What follows belongs to an exercise in optimizing a design on an open flow for small area, a short achievable clock period and few clock cycles per item; a production flow would make more cautious choices. The RTL was checked by simulation tests, not by an equivalence proof against the original design. Power is estimated from default activity; no workload was simulated.

--- flow/flow/run.sh ---
#!/bin/bash
# The standard layout (the standard.sh, standard synthesis included) with three changes:
# the port buffers are buf_4 cells instead of the delay-style buffers buffer_ports picks by
# default; resizing may change a cell's footprint; and global routing is offered less of
# met1/met2 (flow/fastroute.tcl), which eases detailed routing of this wire-heavy design.
# Each step's full log stays in orfs/logs/ of this folder; make's own output goes to
# make.log here.
set -euo pipefail
cd "$(dirname "$0")/.."
bash standard.sh MATCH_CELL_FOOTPRINT=0 \
	"BUFFER_PORTS_ARGS=-buffer_cell sky130_fd_sc_hd__buf_4" \
	"FASTROUTE_TCL=$PWD/flow/fastroute.tcl" finish > make.log 2>&1
--- flow/flow/fastroute.tcl ---
# Global routing layers as the platform sets them, with less of met1 and met2 offered to
# global routing so that more signal wiring goes to met3 and met4, easing detailed routing.
set_global_routing_layer_adjustment $::env(MIN_ROUTING_LAYER)-$::env(MAX_ROUTING_LAYER) 0.2
set_global_routing_layer_adjustment met1 0.6
set_global_routing_layer_adjustment met2 0.5

set_routing_layers -clock $::env(MIN_CLK_ROUTING_LAYER)-$::env(MAX_ROUTING_LAYER)
set_routing_layers -signal $::env(MIN_ROUTING_LAYER)-$::env(MAX_ROUTING_LAYER)
--- flow/standard.sh ---
#!/bin/bash
# synth_recipe.tcl (not shown) runs the flow's synth.tcl, then flattens the netlist and writes it again
# the make line also repeats each setting of config.mk as NAME=value (left out here)
make -C /OpenROAD-flow-scripts/flow DESIGN_CONFIG=/design/flow/config.mk WORK_HOME=/design/flow/orfs CLKGATE_MAP_FILE= SYNTH_SCRIPT=/design/flow/synth_recipe.tcl "${@:-finish}"
--- flow/config.mk ---
export PLATFORM = sky130hd
export DESIGN_NAME = ordered_table_insert_remove_search
export DESIGN_NICKNAME = ordered_table_insert_remove_search
export VERILOG_FILES = /design/flow/design.v
export SDC_FILE = /design/flow/constraint.sdc
export NUM_CORES = 4
export LEC_CHECK = 0
export CAP_MARGIN = 20
export CELL_PAD_IN_SITES_DETAIL_PLACEMENT = 1
export CELL_PAD_IN_SITES_GLOBAL_PLACEMENT = 2
export CORE_MARGIN = 2
export CORE_UTILIZATION = 30
export PLACE_DENSITY = 0.45
export SETUP_SLACK_MARGIN = 3.0
export SLEW_MARGIN = 20
export TNS_END_PERCENT = 5
--- flow/constraint.sdc ---
create_clock -name core_clock -period 5.5 [get_ports {clk}]
set_input_delay 1.1000 -clock core_clock [delete_from_list [all_inputs] [get_ports {clk}]]
set_output_delay 1.1000 -clock core_clock [all_outputs]
set_load 0.01 [all_outputs]
--- flow/design.v ---
package otis_pkg;
	localparam int DEPTH_DEF = 16;
	localparam int REQ_W     = 3;
	localparam int POS_W     = 5;
	localparam int KEY_W     = 16;
	localparam int PAY_W     = 32;
	localparam int STAT_W    = 2;
	localparam int FPOS_W    = 4;
	localparam int CNT_OUT_W = 5;
	localparam logic [REQ_W-1:0] REQ_INSERT     = 3'd0;
	localparam logic [REQ_W-1:0] REQ_READ       = 3'd1;
	localparam logic [REQ_W-1:0] REQ_WRITE      = 3'd2;
	localparam logic [REQ_W-1:0] REQ_FIND       = 3'd3;
	localparam logic [REQ_W-1:0] REQ_REMOVE_AT  = 3'd4;
	localparam logic [REQ_W-1:0] REQ_REMOVE_KEY = 3'd5;
	localparam logic [STAT_W-1:0] STAT_OK    = 2'd0;
	localparam logic [STAT_W-1:0] STAT_RANGE = 2'd1;
	localparam logic [STAT_W-1:0] STAT_FULL  = 2'd2;
	localparam logic [STAT_W-1:0] STAT_MISS  = 2'd3;
	typedef struct packed {
		logic [REQ_W-1:0] req_type;
		logic [POS_W-1:0] position;
		logic [KEY_W-1:0] entry_key;
		logic [PAY_W-1:0] entry_payload;
	} req_t;
	typedef struct packed {
		logic [STAT_W-1:0]    status;
		logic [FPOS_W-1:0]    found_position;
		logic [KEY_W-1:0]     out_key;
		logic [PAY_W-1:0]     out_payload;
		logic [CNT_OUT_W-1:0] entry_count;
		logic                 is_empty;
	} res_t;
	typedef struct packed {
		logic [KEY_W-1:0] key;
		logic [PAY_W-1:0] payload;
	} slot_t;
	typedef enum logic [1:0] {
		RD_IDX,
		RD_IDX_DN,
		RD_IDX_UP
	} rd_sel_t;
	typedef struct packed {
		logic              load_req;
		logic              idx_ld_cnt;
		logic              idx_ld_pos;
		logic              idx_ld_zero;
		logic              idx_inc;
		logic              idx_dec;
		logic              rd_en;
		rd_sel_t           rd_sel;
		logic              wr_en;
		logic              wr_new;
		logic              cnt_inc;
		logic              cnt_dec;
		logic              cap_out;
		logic              cap_fpos;
		logic              set_status;
		logic [STAT_W-1:0] status_code;
		logic              out_load;
	} ctl_cmd_t;
	typedef struct packed {
		logic [REQ_W-1:0] req_type;
		logic             ins_bad;
		logic             pos_bad;
		logic             full;
		logic             idx_gt_pos;
		logic             idx_end;
		logic             idx_last;
		logic             key_hit;
		logic             out_free;
	} dp_sts_t;
endpackage
module ordered_table_insert_remove_search #(
	parameter int DEPTH = otis_pkg::DEPTH_DEF
) (
	input  logic           clk,
	input  logic           arst_n,
	input  logic           req_valid,
	output logic           req_stall,
	input  otis_pkg::req_t req_data,
	output logic           res_valid,
	input  logic           res_stall,
	output otis_pkg::res_t res_data
);
	localparam int N  = 16;
	localparam int KW = otis_pkg::KEY_W;
	localparam int PW = otis_pkg::PAY_W;
	logic           v_q;              
	logic [KW-1:0]  rkey_q;           
	logic [PW-1:0]  rpay_q;
	logic           t_ins_q, t_rd_q, t_wr_q, t_find_q, t_rat_q, t_rk_q;
	logic           t_rdx_q;          
	logic [N-1:0]   rsel_q;           
	logic [N-1:0]   nsel_q;           
	logic           p16_q;            
	logic [N-1:0]   pge_q;            
	logic [N-1:0]   pre_q;            
	logic [KW-1:0]  key_q [N];
	logic [PW-1:0]  pay_q [N];
	logic [4:0]     cnt_q;
	logic [N-1:0]   vld_q;            
	logic           o_v, s_v;
	otis_pkg::res_t o_q, s_q, r;
	logic           fire;
	logic stall_q;                    
	assign fire      = v_q & ~s_v;
	assign req_stall = stall_q;
	logic          pos_lt_cnt, pos_le_cnt, full;
	logic          ins_ok, rd_ok, wr_ok, rat_ok, rk_ok, rem_ok, hit;
	logic [N-1:0]  pre, first, ns, up, dn, en, en_e, en_k;
	logic          rkf;
	logic [3:0]    fenc;
	logic [4:0]    cnt_nxt;
	logic [KW-1:0] okey;
	logic [PW-1:0] opay;
	assign full       = cnt_q[4];
	assign pos_lt_cnt = |(rsel_q & vld_q);
	assign pos_le_cnt = nsel_q[0] | |(nsel_q[N-1:1] & vld_q[N-2:0]) | (p16_q & vld_q[N-1]);
	logic t_rdx;
	assign t_rdx  = t_rdx_q;
	assign ins_ok = t_ins_q & pos_le_cnt & ~full;
	assign rd_ok  = (t_rd_q | t_wr_q | t_rat_q) & pos_lt_cnt;
	assign wr_ok  = t_wr_q & pos_lt_cnt;
	assign rat_ok = t_rat_q & pos_lt_cnt;
	always_comb begin
		pre = pre_q;
		for (int i = 0; i < N; i++) begin
			first[i] = pre[i] & ((i > 0) ? ~pre[(i > 0) ? i - 1 : 0] : 1'b1) & vld_q[i];
		end
		fenc = '0;
		for (int i = 0; i < N; i++) if (first[i]) fenc = fenc | 4'(i);
	end
	assign hit    = |(pre & vld_q);
	assign rk_ok  = t_rk_q & hit;
	assign rem_ok = rat_ok | rk_ok;
	assign rkf    = fire & t_rk_q;
	always_comb begin
		for (int i = 0; i < N; i++) begin
			ns[i] = nsel_q[i];
			up[i] = t_ins_q & ~nsel_q[i];
			dn[i] = ~t_ins_q & ~ns[i];
			en_e[i] = fire & ((((t_ins_q & ~full) | t_rat_q) & pge_q[i]) | (t_wr_q & nsel_q[i]));
			en_k[i] = rkf & pre[i];
			en[i]   = en_e[i] | en_k[i];
		end
	end
	logic [N-1:0] s_h, s_n, s_u, s_d;
	assign s_h = ~en_e & ~en_k;
	assign s_n = en_e & ns;
	assign s_u = en_e & up;
	assign s_d = (en_e & dn) | en_k;
	always_ff @(posedge clk) begin
		for (int i = 0; i < N; i++) begin
			key_q[i] <= ({KW{s_h[i]}} & key_q[i]) |
			            ({KW{s_n[i]}} & rkey_q) |
			            ({KW{s_u[i]}} & ((i > 0) ? key_q[(i > 0) ? i - 1 : 0] : '0)) |
			            ({KW{s_d[i]}} & ((i < N - 1) ? key_q[(i < N - 1) ? i + 1 : N - 1] : '0));
			pay_q[i] <= ({PW{s_h[i]}} & pay_q[i]) |
			            ({PW{s_n[i]}} & rpay_q) |
			            ({PW{s_u[i]}} & ((i > 0) ? pay_q[(i > 0) ? i - 1 : 0] : '0)) |
			            ({PW{s_d[i]}} & ((i < N - 1) ? pay_q[(i < N - 1) ? i + 1 : N - 1] : '0));
		end
	end
	logic [4:0] cnt_p1, cnt_m1;
	assign cnt_p1  = cnt_q + 5'd1;
	assign cnt_m1  = cnt_q - 5'd1;
	assign cnt_nxt = ins_ok ? cnt_p1 : rem_ok ? cnt_m1 : cnt_q;
	logic [N-1:0] vld_nxt;
	assign vld_nxt = ~fire ? vld_q : ins_ok ? {vld_q[N-2:0], 1'b1} :
	                 rem_ok ? {1'b0, vld_q[N-1:1]} : vld_q;
	always_ff @(posedge clk or negedge arst_n) begin
		if (!arst_n) begin
			cnt_q <= '0;
			vld_q <= '0;
		end else begin
			vld_q <= vld_nxt;
			if (fire) cnt_q <= cnt_nxt;
		end
	end
	always_comb begin
		okey = '0;
		opay = '0;
		for (int i = 0; i < N; i++) begin
			okey = okey | ({KW{rsel_q[i] & vld_q[i]}} & key_q[i]);
			opay = opay | ({PW{(rsel_q[i] & vld_q[i]) | (t_rk_q & first[i])}} & pay_q[i]);
		end
		if (rk_ok) okey = rkey_q;
	end
	always_comb begin
		r = '0;
		if (t_ins_q) begin
			if (!pos_le_cnt)  r.status = otis_pkg::STAT_RANGE;
			else if (full)    r.status = otis_pkg::STAT_FULL;
		end else if (t_rd_q | t_wr_q | t_rat_q) begin
			if (!pos_lt_cnt)  r.status = otis_pkg::STAT_RANGE;
		end else if (t_find_q | t_rk_q) begin
			if (!hit)         r.status = otis_pkg::STAT_MISS;
			r.found_position = fenc;
		end
		r.out_key     = okey;
		r.out_payload = opay;
		r.entry_count = cnt_nxt;
		r.is_empty    = (~vld_q[0] & ~ins_ok) | (vld_q[0] & ~vld_q[1] & rem_ok);
	end
	logic [N-1:0] c0;
	logic         cnew;
	logic [2:0]   ityp;
	logic [4:0]   ipos;
	assign ityp = req_data.req_type;
	assign ipos = req_data.position;
	logic [N-1:0] eqn;
	always_comb begin
		for (int i = 0; i < N; i++) c0[i] = (key_q[i] == req_data.entry_key);
		cnew = (rkey_q == req_data.entry_key);
		for (int i = 0; i < N; i++) begin
			eqn[i] = (s_h[i] & c0[i]) | (s_n[i] & cnew) |
			         (s_u[i] & ((i > 0) ? c0[(i > 0) ? i - 1 : 0] : 1'b0)) |
			         (s_d[i] & ((i < N - 1) ? c0[(i < N - 1) ? i + 1 : N - 1] : 1'b0));
		end
	end
	always_ff @(posedge clk or negedge arst_n) begin
		if (!arst_n) begin
			v_q <= 1'b0;
		end else begin
			v_q <= v_nxt;
		end
	end
	always_ff @(posedge clk) begin
		if (!req_stall) begin
			rkey_q   <= req_data.entry_key;
			rpay_q   <= req_data.entry_payload;
			t_ins_q  <= (ityp == otis_pkg::REQ_INSERT);
			t_rd_q   <= (ityp == otis_pkg::REQ_READ);
			t_wr_q   <= (ityp == otis_pkg::REQ_WRITE);
			t_find_q <= (ityp == otis_pkg::REQ_FIND);
			t_rat_q  <= (ityp == otis_pkg::REQ_REMOVE_AT);
			t_rk_q   <= (ityp == otis_pkg::REQ_REMOVE_KEY);
			t_rdx_q  <= (ityp == otis_pkg::REQ_READ) | (ityp == otis_pkg::REQ_WRITE) |
			            (ityp == otis_pkg::REQ_REMOVE_AT);
			for (int i = 0; i < N; i++) begin
				rsel_q[i] <= (ipos == 5'(i)) & ((ityp == otis_pkg::REQ_READ) |
				             (ityp == otis_pkg::REQ_WRITE) | (ityp == otis_pkg::REQ_REMOVE_AT));
				nsel_q[i] <= (ipos == 5'(i)) & ((ityp == otis_pkg::REQ_INSERT) |
				             (ityp == otis_pkg::REQ_WRITE));
				pge_q[i]  <= (ipos <= 5'(i));
			end
			p16_q <= (ipos == 5'(N));
			for (int i = 0; i < N; i++) begin
				pre_q[i] <= |(eqn & N'((32'd2 << i) - 32'd1));
			end
		end
	end
	logic pop;
	assign pop = o_v & ~res_stall;
	logic v_nxt, s_nxt;
	assign v_nxt = stall_q ? v_q : req_valid;
	assign s_nxt = s_v ? ~pop : (fire & o_v & ~pop);
	always_ff @(posedge clk or negedge arst_n) begin
		if (!arst_n) begin
			o_v     <= 1'b0;
			s_v     <= 1'b0;
			stall_q <= 1'b0;
		end else begin
			o_v     <= (o_v & ~pop) | s_v | fire;
			s_v     <= s_nxt;
			stall_q <= v_nxt & s_nxt;
		end
	end
	always_ff @(posedge clk) begin
		if (!o_v || pop) begin
			o_q <= s_v ? s_q : r;
		end
		if (!s_v) begin
			s_q <= r;
		end
	end
	assign res_valid = o_v;
	assign res_data  = o_q;
endmodule
==> flow_summary_export.csv, run 1 <==
group,metric,value,unit
setup_path,start_kind,"flip-flop",
setup_path,r2r-start,"pre_q[14]$_DFFE_PN_",
yosys,synth.cell_area,0.04850,sq mm
yosys,synth_edf_count,179,
placement,dp_hpwl,191.9,mm
setup_path,critPathRequiredTime,6130,ps
clocking,cts_sinks,1032,
yosys,synthDistinctLibCells,73,
drt,m1WireLength,110.2,mm
global_routing,track_usage,58.66,%
clocking,htreeDepth,4,
global_routing,antenna_found_initial,71,
power,power_density,596.9,mW/mm^2
sta,finalSetupTns,0,ps
setup_path,slowest_delay,570,ps
placement,port_buffers,121,
yosys,synthDominantCellAreaShare,34.18,%
drt,detail-route-antenna-nets,0,
floorplan,num_rows,147,
setup_path,crit-reg2reg-capture,"o_q[13]$_DFFE_PN_",
setup_path,crit_slowest_cell,"edfxtp_1",
final_layout,instances_no_fill,7811,
sta,tightest_slew,1052,ps
yosys,synth_flop_cell,"dfxtp_1",
drt,first_pass_iters,11,
setup_path,worstRegToRegCells,8,
floorplan,core,0.1606,sq mm
final_layout,syn_to_final_growth,24.26,%
sta,maxSlewHeadroom,29.84,%
clocking,cts_tree,"done",
drt,topRoutingLayerUsed,"met5",
floorplan,ios,122,
drt,met3_wirelength,72.32,mm
power,ir_worst_vdd,0.3725,mV
job,maxCapViolCount,0,
placement,dpl.cell_count,7244,
yosys,synth_async_sr_flop_share,2.422,%
setup_path,worstPathArrival,3460,ps
clocking,root_buffer,"clkbuf_16",
sta,setup_ws,2674,ps
clocking,cts_buffer_depth,3,
setup_path,rrSetupSlack,2670,ps
setup_path,crit_fanout,12,
run_status,status,"complete, no violations",
sta,period_share,51.38,%
setup_path,critical-path-top-delay-family,"simple AND/OR/NAND/NOR gates",
drt,drt-total-wl,352.9,mm
placement,finalWeightedCongestion,1.116,
global_routing,grt_pass1_vias,58070,
yosys,synth-seq-area-share,46.55,%
global_routing,grt_max_degree,98,
final_layout,drive_above_1_share,17.68,%
sta,rsz0062_at_grt,"yes",
placement,dp_slack,1592,ps
sta,skew,34.00,ps
floorplan,die_h,406.1,um
floorplan,start_util,30.21,%
sta,fin_crit,2826,ps
global_routing,gr-total-overflow,0,
yosys,ys_top_cells_by_area,"dfxtp_1, a222oi_1, nand2_1",
clocking,insertion_delay,820,ps
floorplan,dieArea,0.1649,sq mm
drt,drt-wirelength-per-cell,45.18,um
setup_path,path_cells,"nand2_4 > nor2_4 > o21a_4 > buf_4 > a22oi_1 > nand4_1 > nor2_1 > a21oi_1",
drt,dr_wl_met2,125.8,mm
clocking,numCtsBuffers,133,
drt,avgViaCountPerCell,6.781,
yosys,synth-seq-cells,1032,
floorplan,die_x,406.1,um
yosys,yosysTopAreaCell,"dfxtp_1",
global_routing,grt_pass1_wl,469.4,mm
final_layout,fill_cells,17980,
clocking,path_clk_slew,50,ps
setup_path,end_kind,"flip-flop",
final_layout,nets,5544,
worst_hold_path,worstHoldPathType,"primary input to async pin",
yosys,synthCells,5350,
sta,setup_viol,0,
drt,vias,52970,
drt,drt_iter0_markers,6010,
power,leakage,0.02491,uW
yosys,syn_nets,5412,
yosys,syn_area_per_cell,9.066,sq um
setup_path,path_class,"flip-flop to flip-flop",
setup_path,worst-path-buf-inv,1,
sta,fmaxAchievable,353.9,MHz
sta,maxSlewViolCount,0,
sta,report.final.hold_viol_count,0,
yosys,yosys_warnings,3,
drt,drc,0,
-- sequential cells by signal, summed over array words and instances (netlist names), 16 cells and up --
signal  count
key_q     256
pay_q     512
pre_q      16
rsel_q     16
vld_q      16
pge_q      16
rpay_q     32
o_q        60
nsel_q     16
rkey_q     16
s_q        60
-- what timing repair did --
action,in CTS,in global routing
hold buffers,0,0
setup endpoints to repair,931,887
pin swaps,32,52
setup buffers,117,117
gates resized for setup,189,176
cloned,18,10
-- synthesized netlist by cell type (all sizes together) (3+ instances only) --
| cell | n |
|---|---|
| a221oi | 81 |
| a22o | 46 |
| nand3b | 10 |
| mux2 | 4 |
| a31oi | 15 |
| inv | 152 |
| buf | 149 |
| nand3 | 52 |
| nor2 | 116 |
| and3b | 4 |
| nand4 | 97 |
| nand2 | 1466 |
| nor3b | 17 |
| dfrtp | 25 |
| o21ai | 48 |
| o211a | 3 |
| a21oi | 82 |
| a222oi | 771 |
| a211oi | 9 |
| nor2b | 19 |
| xnor2 | 130 |
| edfxtp | 179 |
| and3 | 7 |
| and2 | 30 |
| o21a | 16 |
| o31ai | 14 |
| xor2 | 149 |
| a22oi | 280 |
| a21o | 5 |
| o2bb2ai | 4 |
| dfxtp | 828 |
| mux2i | 14 |
| nor4b | 4 |
| o22ai | 6 |
| a31o | 6 |
| or3 | 4 |
| nand2b | 12 |
| a2111oi | 4 |
| nor4 | 48 |
| or2 | 6 |
| clkbuf | 401 |
| nor3 | 20 |
-- power breakdown --
part,internal (uW),total (uW),switching (uW)
registers,11100,16000,4860
clock network,5120,8870,3750
logic,4300,11100,6830
total,20500,36000,15400
-- per-stage QoR --
step / area, sq um / hold WS, ps / power, uW / util [%]
final: 60270 / 215.9 / 35980 / 37.54
after global routing: 60170 / 211.7 / 37550 / 37.48
after CTS: 58240 / 204.3 / 34930 / 36.27
after detailed placement: 52000 / 443.4 / 25390 / 32.39
after global placement: 51970 / 440.0 / 25290 / 32.36
after floorplan: 48620 / 417.5 / 19490 / -
-- worst max path at each step --
stage                          endpoint           startpoint  cells after the start  slack (ps)
global route           o_q[6]$_DFFE_PN_  pre_q[14]$_DFFE_PN_                      7        2580
floorplan           pre_q[15]$_DFFE_PN_         req_data[37]                     10        2560
finish                o_q[13]$_DFFE_PN_  pre_q[14]$_DFFE_PN_                      8        2670
global placement    pre_q[15]$_DFFE_PN_         req_data[34]                      8        1600
detailed placement  pre_q[15]$_DFFE_PN_         req_data[33]                      9        1590
CTS                 pre_q[15]$_DFFE_PN_         req_data[41]                     10        2700
-- placed cells by master, fill, tap and decap left out, types with 11 or more instances in the layout --
master	n
a21oi_4	18
and2_4	20
nor2_4	19
nand4_1	96
buf_8	14
o31ai_1	11
a21oi_1	61
buf_4	396
o21ai_2	13
a222oi_1	771
a22o_1	46
nor3_1	16
clkbuf_1	39
nor4_1	33
dfxtp_1	824
dfrtp_2	13
nand2_1	1449
nor2_1	91
xnor2_1	126
buf_6	52
nand3_1	47
diode_2	63
inv_1	149
o21ai_0	24
edfxtp_1	179
a22oi_1	278
clkbuf_16	144
buf_12	57
and2_1	12
xor2_1	141
o21a_4	15
clkinv_2	12
mux2i_1	13
clkbuf_8	28
a221oi_1	77
-- kinds of logic (layout without fill, tap and decap cells) --
family	count (synthesis)	in the layout	synth area share [%]
other	0	63	0
DFF	1032	1032	46.55
AOI/OAI and AO/OA	1400	1408	25.50
adders and majority gates	2	2	0.05158
buffers and inverters	702	916	5.840
muxes	18	18	0.3818
xor gates and xnor gates	279	279	5.038
and+or+nand+nor	1917	1933	16.64
-- layout make-up --
cell class,count,area [sq um],share of cell area (%)
Tap cell,2160,2703,4.484
Inverter,152,578.1,0.9591
Sequential cell,1032,22610,37.52
Multi-Input combinational cell,3640,24890,41.30
Timing Repair Buffer,523,5012,8.316
Antenna cell,63,157.7,0.2616
Clock inverter,33,256.5,0.4256
Clock buffer,208,4060,6.737
-- routing by layer --
layer	vias up	GRT usage, %
li1	20950	-
met1	24520	69.99
met2	5088	74.13
met3	2310	48.88
met4	100	51.15
met5	-	10.17
Testbench counts, summed over its fixed seeds: cycles 4,816, items 4,800.
==> run 2: changes to the inputs <==
--- a/flow/config.mk
+++ b/flow/config.mk
@@ -11,4 +11,5 @@
 export CORE_MARGIN = 2
 export CORE_UTILIZATION = 30
+export CTS_BUF_LIST = sky130_fd_sc_hd__clkbuf_8
 export PLACE_DENSITY = 0.45
 export SETUP_SLACK_MARGIN = 3.0
==> flow_summary_export.csv, run 2 <==
group,metric,value,unit
placement,placed_area,0.05200,sq mm
clocking,path_clk_slew,60,ps
clocking,cts_sinks,1032,
sta,rsz0062_at_grt,"yes",
yosys,synth_compound_area_share,25.50,%
clocking,numCtsBuffers,196,
final_layout,largest_register_ffs,512,
power,ir_worst_vdd,0.3330,mV
final_layout,layout_commonest_cell,"nand2_1",
sta,report.final.hold_viol_count,0,
setup_path,path_cells,"nand2_2 > nor2_1 > o21a_4 > buf_4 > a22o_1 > a221oi_1 > nand3_1 > nor2_2 > a21oi_1",
sta,tightest_slew,1133,ps
clocking,htreeDepth,4,
final_layout,nets,5581,
yosys,synth.cell_area,0.04850,sq mm
yosys,synth_xor_area_share,5.038,%
yosys,synthAdderAreaFrac,0.05159,%
drt,first_pass_iters,10,
final_layout,instances_no_fill,7909,
yosys,synthDominantCellAreaShare,34.18,%
floorplan,num_rows,147,
drt,detail-route-antenna-nets,0,
floorplan,core,0.1606,sq mm
yosys,synthCells,5350,
power,power_density,581.0,mW/mm^2
final_layout,fill_cells,18170,
placement,port_buffers,121,
final_layout,syn_to_final_growth,22.45,%
setup_path,worstPathArrival,3580,ps
drt,avgViaCountPerCell,6.653,
final_layout,drive_above_1_share,18.08,%
sta,fmaxAchievable,347.0,MHz
placement,dpl.cell_count,7244,
yosys,ys_top_cells_by_area,"dfxtp_1, a222oi_1, nand2_1",
drt,drt-wirelength-per-cell,43.79,um
yosys,synth_edf_count,179,
drt,drt-total-wl,346.3,mm
yosys,post-synth-top-count-cell,"nand2_1",
global_routing,gr-total-overflow,0,
sta,maxSlewHeadroom,24.43,%
power,leakage,0.02492,uW
sta,fin_crit,2882,ps
drt,vias,52620,
run_status,status,"complete, no violations",
setup_path,crit_fanout,14,
yosys,synthSimpleGateAreaFrac,16.64,%
yosys,synth-seq-cells,1032,
final_layout,register_area,0.02262,sq mm
yosys,synthMuxAreaShare,0.3818,%
yosys,yosys_warnings,3,
placement,finalWeightedCongestion,1.116,
clocking,root_buffer,"clkbuf_8",
setup_path,critPathRequiredTime,6200,ps
setup_path,start_kind,"flip-flop",
floorplan,die_x,406.1,um
setup_path,slowest_delay,550,ps
sta,finalSetupTns,0,ps
sta,skew,57.12,ps
clocking,cts_tree,"done",
setup_path,end_kind,"flip-flop",
global_routing,grt_pass1_vias,58080,
yosys,synth_flop_cell,"dfxtp_1",
job,maxCapViolCount,0,
sta,setup_viol,0,
global_routing,track_usage,58.00,%
global_routing,grt_max_degree,98,
placement,dp_hpwl,191.9,mm
final_layout,fin_util,36.99,%
floorplan,die_h,406.1,um
floorplan,ios,122,
global_routing,antenna_found_initial,65,
drt,drc,0,
clocking,insertion_delay,1020,ps
yosys,yosysTopAreaCell,"dfxtp_1",
global_routing,grt_pass1_wl,464.9,mm
yosys,synth_async_sr_flop_share,2.422,%
final_layout,regMostFlops,"pay_q",
setup_path,crit_slowest_cell,"edfxtp_1",
sta,period_share,52.40,%
final_layout,multi_input_area,0.02470,sq mm
yosys,synth-seq-area-share,46.55,%
final_layout,top_regs,"pay_q x512, key_q x256",
final_layout,finalInstanceArea,0.05939,sq mm
clocking,cts_buffer_depth,3,
yosys,yosys-top-cells-count,"nand2_1, dfxtp_1, a222oi_1",
yosys,syn_nets,5412,
drt,drt_iter0_markers,5675,
worst_hold_path,worstHoldPathType,"primary input to flip-flop",
yosys,synth_top_family_by_area,"compound AO/OA/AOI/OAI gates",
yosys,syn_area_per_cell,9.066,sq um
sta,maxSlewViolCount,0,
yosys,synthDistinctLibCells,73,
floorplan,start_util,30.21,%
setup_path,path_class,"flip-flop to flip-flop",
floorplan,dieArea,0.1649,sq mm
final_layout,final_cell_mix,"nand2_1, dfxtp_1, a222oi_1",
-- run 2: cell counts after synthesis --
Identical to the previous run, type by type.
-- run 2: cell families (layout without fill, tap and decap cells) --
group | Yosys count | in the layout
and+or+nand+nor | 1917 | 1934
AOI/OAI and AO/OA | 1400 | 1404
DFF | 1032 | 1032
buffers and inverters | 702 | 1016
xor gates and xnor gates | 279 | 279
muxes | 18 | 18
adders and majority gates | 2 | 2
other | 0 | 64
-- run 2: timing repair --
action	4_1_cts	5_1_grt
buffers inserted	89	122
gates cloned	14	10
pin swaps	25	47
endpoints found under the setup margin	983	939
hold buffers	1	0
resized for setup	138	166
hold endpoints to repair	2	0
-- run 2: worst max-delay path: cells and delay by family, from the launching register on --
kind | cells | cell delay (ps)
buf+inv | 1 | 280
compound gates | 4 | 1000
simple gates | 4 | 710
flops | 1 | 550
-- run 2: metal layers --
metal | vias to the layer above | wire length [um] | GRT usage (%)
li1 | 21030 | - | -
met2 | 4766 | 124500 | 72.99
met4 | 106 | 39380 | 50.27
met1 | 24560 | 111000 | 69.91
met3 | 2162 | 69170 | 47.99
met5 | - | 2272 | 11.78
-- run 2: power breakdown --
group          internal, uW  switching (uW)  leakage (uW)  total (uW)
logic                  4200            6610        0.0136       10800
clock network          3990            3750       0.00232        7740
registers             11100            4840       0.00903       16000
total                 19300           15200        0.0249       34500
-- run 2: layout make-up --
type,count,share of cell area (%)
tap,2160,4.551
clock inverter,122,0.9291
timing repair buffer,500,7.995
antenna,64,0.2697
clock buffer,242,5.608
sequential,1032,38.09
multi-input combinational,3637,41.59
inverter,152,0.9733
-- run 2: metrics by stage --
stage               setup slack [ps]  power [uW]  hold slack, ps
floorplan                       2555       19490           417.5
CTS                             2643       33620           220.3
global placement                1605       25290           440.0
detailed placement              1592       25390           443.4
global route                    2589       36210           239.1
finish                          2618       34500           275.1
-- run 2: final timing paths --
check	from	to	slack (ps)	depth (start not counted)
worst max-delay path	pre_q[4]$_DFFE_PN_	o_q[24]$_DFFE_PN_	2620	9
min in group asynchronous	arst_n	vld_q[8]$_DFFE_PN0P_	560	2
worst min register to register	s_q[5]$_DFF_P_	s_q[5]$_DFF_P_	440	2
max in group asynchronous	arst_n	vld_q[0]$_DFFE_PN0P_	4620	2
worst min-delay path	req_data[29]	rpay_q[29]$_DFFE_PN_	280	1
worst max register to register	pre_q[4]$_DFFE_PN_	o_q[24]$_DFFE_PN_	2620	9
==> run 3: changes to the inputs <==
--- a/flow/config.mk
+++ b/flow/config.mk
@@ -11,5 +11,6 @@
 export CORE_MARGIN = 2
 export CORE_UTILIZATION = 30
-export CTS_BUF_LIST = sky130_fd_sc_hd__clkbuf_8
+export CTS_CLUSTER_DIAMETER = 100
+export CTS_CLUSTER_SIZE = 20
 export PLACE_DENSITY = 0.45
 export SETUP_SLACK_MARGIN = 3.0
==> flow_summary_export.csv, run 3 <==
group,metric,value,unit
drt,detail-route-antenna-nets,0,
setup_path,path_cells,"inv_1 > nor3b_4 > o21a_2 > a22oi_1 > nand4_1 > a2bb2oi_1",
placement,dpl.cell_count,7244,
clocking,root_buffer,"clkbuf_16",
setup_path,start_kind,"flip-flop",
sta,period_share,54.22,%
final_layout,layout_commonest_cell,"nand2_1",
placement,dp_slack,1592,ps
setup_path,crit_fanout,13,
placement,dp_hpwl,191.9,mm
sta,rsz0062_at_grt,"yes",
sta,maxSlewHeadroom,20.00,%
floorplan,die_h,406.1,um
global_routing,track_usage,58.07,%
run_status,status,"complete, no violations",
yosys,synthDominantCellAreaShare,34.18,%
floorplan,die_x,406.1,um
final_layout,instances_no_fill,7656,
yosys,synth-seq-area-share,46.55,%
floorplan,num_rows,147,
clocking,insertion_delay,790,ps
drt,drt_iter0_markers,5821,
yosys,syn_nets,5412,
setup_path,worst-path-buf-inv,1,
sta,report.final.hold_viol_count,0,
final_layout,syn_to_final_growth,18.80,%
yosys,yosys_warnings,3,
final_layout,top_regs,"pay_q x512, key_q x256",
final_layout,fill_cells,18090,
final_layout,nets,5445,
setup_path,end_kind,"flip-flop",
setup_path,crit_slowest_cell,"o21a_2",
yosys,ys_top_cells_by_area,"dfxtp_1, a222oi_1, nand2_1",
yosys,synth.cell_area,0.04850,sq mm
final_layout,drive_above_1_share,15.37,%
clocking,path_clk_slew,90,ps
drt,first_pass_iters,10,
sta,tightest_slew,1200,ps
setup_path,critPathRequiredTime,6090,ps
sta,finalSetupTns,0,ps
clocking,numCtsBuffers,61,
yosys,synth_async_sr_flop_share,2.422,%
clocking,cts_tree,"done",
drt,drc,0,
drt,vias,51720,
clocking,htreeDepth,2,
final_layout,final_cell_mix,"nand2_1, dfxtp_1, a222oi_1",
yosys,synth-seq-cells,1032,
yosys,synthCells,5350,
yosys,post-synth-top-count-cell,"nand2_1",
sta,maxSlewViolCount,0,
power,power_density,556.7,mW/mm^2
floorplan,core,0.1606,sq mm
sta,setup_viol,0,
job,maxCapViolCount,0,
sta,setup_ws,2518,ps
setup_path,slowest_delay,780,ps
drt,avgViaCountPerCell,6.756,
yosys,yosysTopAreaCell,"dfxtp_1",
drt,drt-total-wl,348.3,mm
placement,port_buffers,121,
global_routing,grt_pass1_wl,465.2,mm
sta,fin_crit,2982,ps
global_routing,grt_pass1_vias,57090,
global_routing,gr-total-overflow,0,
placement,finalWeightedCongestion,1.116,
power,ir_worst_vdd,0.2941,mV
floorplan,dieArea,0.1649,sq mm
final_layout,regMostFlops,"pay_q",
clocking,cts_sinks,1032,
floorplan,ios,122,
drt,drt-wirelength-per-cell,45.49,um
yosys,synth_flop_cell,"dfxtp_1",
setup_path,worstPathArrival,3580,ps
power,power,32080,uW
yosys,yosys-top-cells-count,"nand2_1, dfxtp_1, a222oi_1",
sta,fmaxAchievable,335.3,MHz
floorplan,start_util,30.21,%
setup_path,rrSetupSlack,2520,ps
yosys,syn_area_per_cell,9.066,sq um
setup_path,critical-path-top-delay-family,"compound AO/OA/AOI/OAI gates",
sta,skew,48.87,ps
setup_path,path_class,"flip-flop to flip-flop",
final_layout,largest_register_ffs,512,
global_routing,grt_max_degree,98,
yosys,synthDistinctLibCells,73,
clocking,cts_buffer_depth,3,
worst_hold_path,worstHoldPathType,"primary input to async pin",
clocking,holdBufCountCts,0,
yosys,synth_edf_count,179,
power,leakage,0.02351,uW
global_routing,antenna_found_initial,66,
sta,whs,215.0,ps
-- run 3: stage by stage --
step,util [%],cell area (sq um)
finish,35.89,57620
global route,35.80,57490
CTS,34.79,55860
detailed placement,32.39,52000
global placement,32.36,51970
floorplan,-,48620
-- run 3: kinds of logic after synthesis --
logic type,share of synthesized area (%)
flops,46.55
compound gates,25.50
simple gates,16.64
fa+ha+maj,0.05158
mux,0.3818
xor+xnor,5.038
buf+inv,5.840
-- run 3: worst register-to-register path, cell delays in order, from the launching register on --
cell and delay (ps):
edfxtp_1 520, inv_1 190, nor3b_4 620, o21a_2 790
a22oi_1 290, nand4_1 160, a2bb2oi_1 240
-- run 3: what timing repair did --
item | CTS | global route
resized for setup | 196 | 146
pin swaps | 35 | 42
setup buffers | 125 | 81
setup endpoints to repair | 929 | 884
gates cloned | 16 | 13
-- run 3: path summary, 6_finish.rpt --
check	start	end	depth (start not counted)
min in group core_clock	s_q[5]$_DFF_P_	s_q[5]$_DFF_P_	2
max	pre_q[7]$_DFFE_PN_	o_q[6]$_DFFE_PN_	6
max in group asynchronous	arst_n	cnt_q[4]$_DFFE_PN0P_	1
max reg2reg	pre_q[7]$_DFFE_PN_	o_q[6]$_DFFE_PN_	6
min reg2reg	s_q[5]$_DFF_P_	s_q[5]$_DFF_P_	2
min	arst_n	o_v$_DFF_PN0_	1
-- run 3: area by class of cell --
cell class              instances  area [sq um]  area share (%)
multi-input cells            3636         24760           42.98
flip-flops and latches       1032         22610           39.24
repair buffers                500          4959           8.605
well taps                    2160          2703           4.690
clock buffers                  95          1718           2.981
inverters                     152         578.1           1.003
diodes                         71         177.7          0.3083
clock inverters                10         113.9          0.1976
-- run 3: layer usage --
metal | track usage [%] | part of all wire, % | wire [um] | vias to the layer above
li1 | - | - | - | 20640
met1 | 69.51 | 32 | 109900 | 24110
met2 | 73.14 | 36 | 125500 | 4800
met3 | 48.03 | 20 | 69840 | 2099
met4 | 51.13 | 12 | 41150 | 76
met5 | 10.82 | 0.55 | 1919 | -
-- run 3: report_power, final --
part           internal [uW]  switching (uW)  leakage, uW  total [uW]
Combinational           4230            6730       0.0136       11000
Clock                   2180            3050     0.000878        5230
Sequential             11100            4810      0.00903       15900

-- re-timing with driven ports --
How much do the figures lean on ideal ports? The routed layouts below were timed once more, with nothing changed but the port constraints. Step 1 (the two cells are an assumption about what drives the block):
set clk [get_ports {clk}]
set_driving_cell -lib_cell sky130_fd_sc_hd__clkbuf_16 $clk
set_driving_cell -lib_cell sky130_fd_sc_hd__buf_2 [delete_from_list [all_inputs] $clk]
Step 2 also shifts input and output timing later by t, the mid clock arrival at the registers, as if the neighbouring blocks saw the same clock. Three values: ideal ports, drivers, drivers and shift; two values: the first two.
run | shift t [ns] | setup slack, ns | latest minus earliest clock arrival (ns) | slew at the worst register clock pin (ns)
run 1 | 0.887 | 2.674 / 2.674 / 1.835 | 0.037 / 0.037 | 0.06 / 0.06
run 2 | 1.066 | 2.618 / 2.558 / 1.703 | 0.066 / 0.066 | 0.07 / 0.07
run 3 | 0.851 | 2.518 / 2.518 / 1.797 | 0.059 / 0.059 | 0.10 / 0.10
After both steps every run listed still meets setup and hold. The setup slack of run 2, which loses most, moves by -0.060 ns with the drivers and by -0.915 ns with both steps.
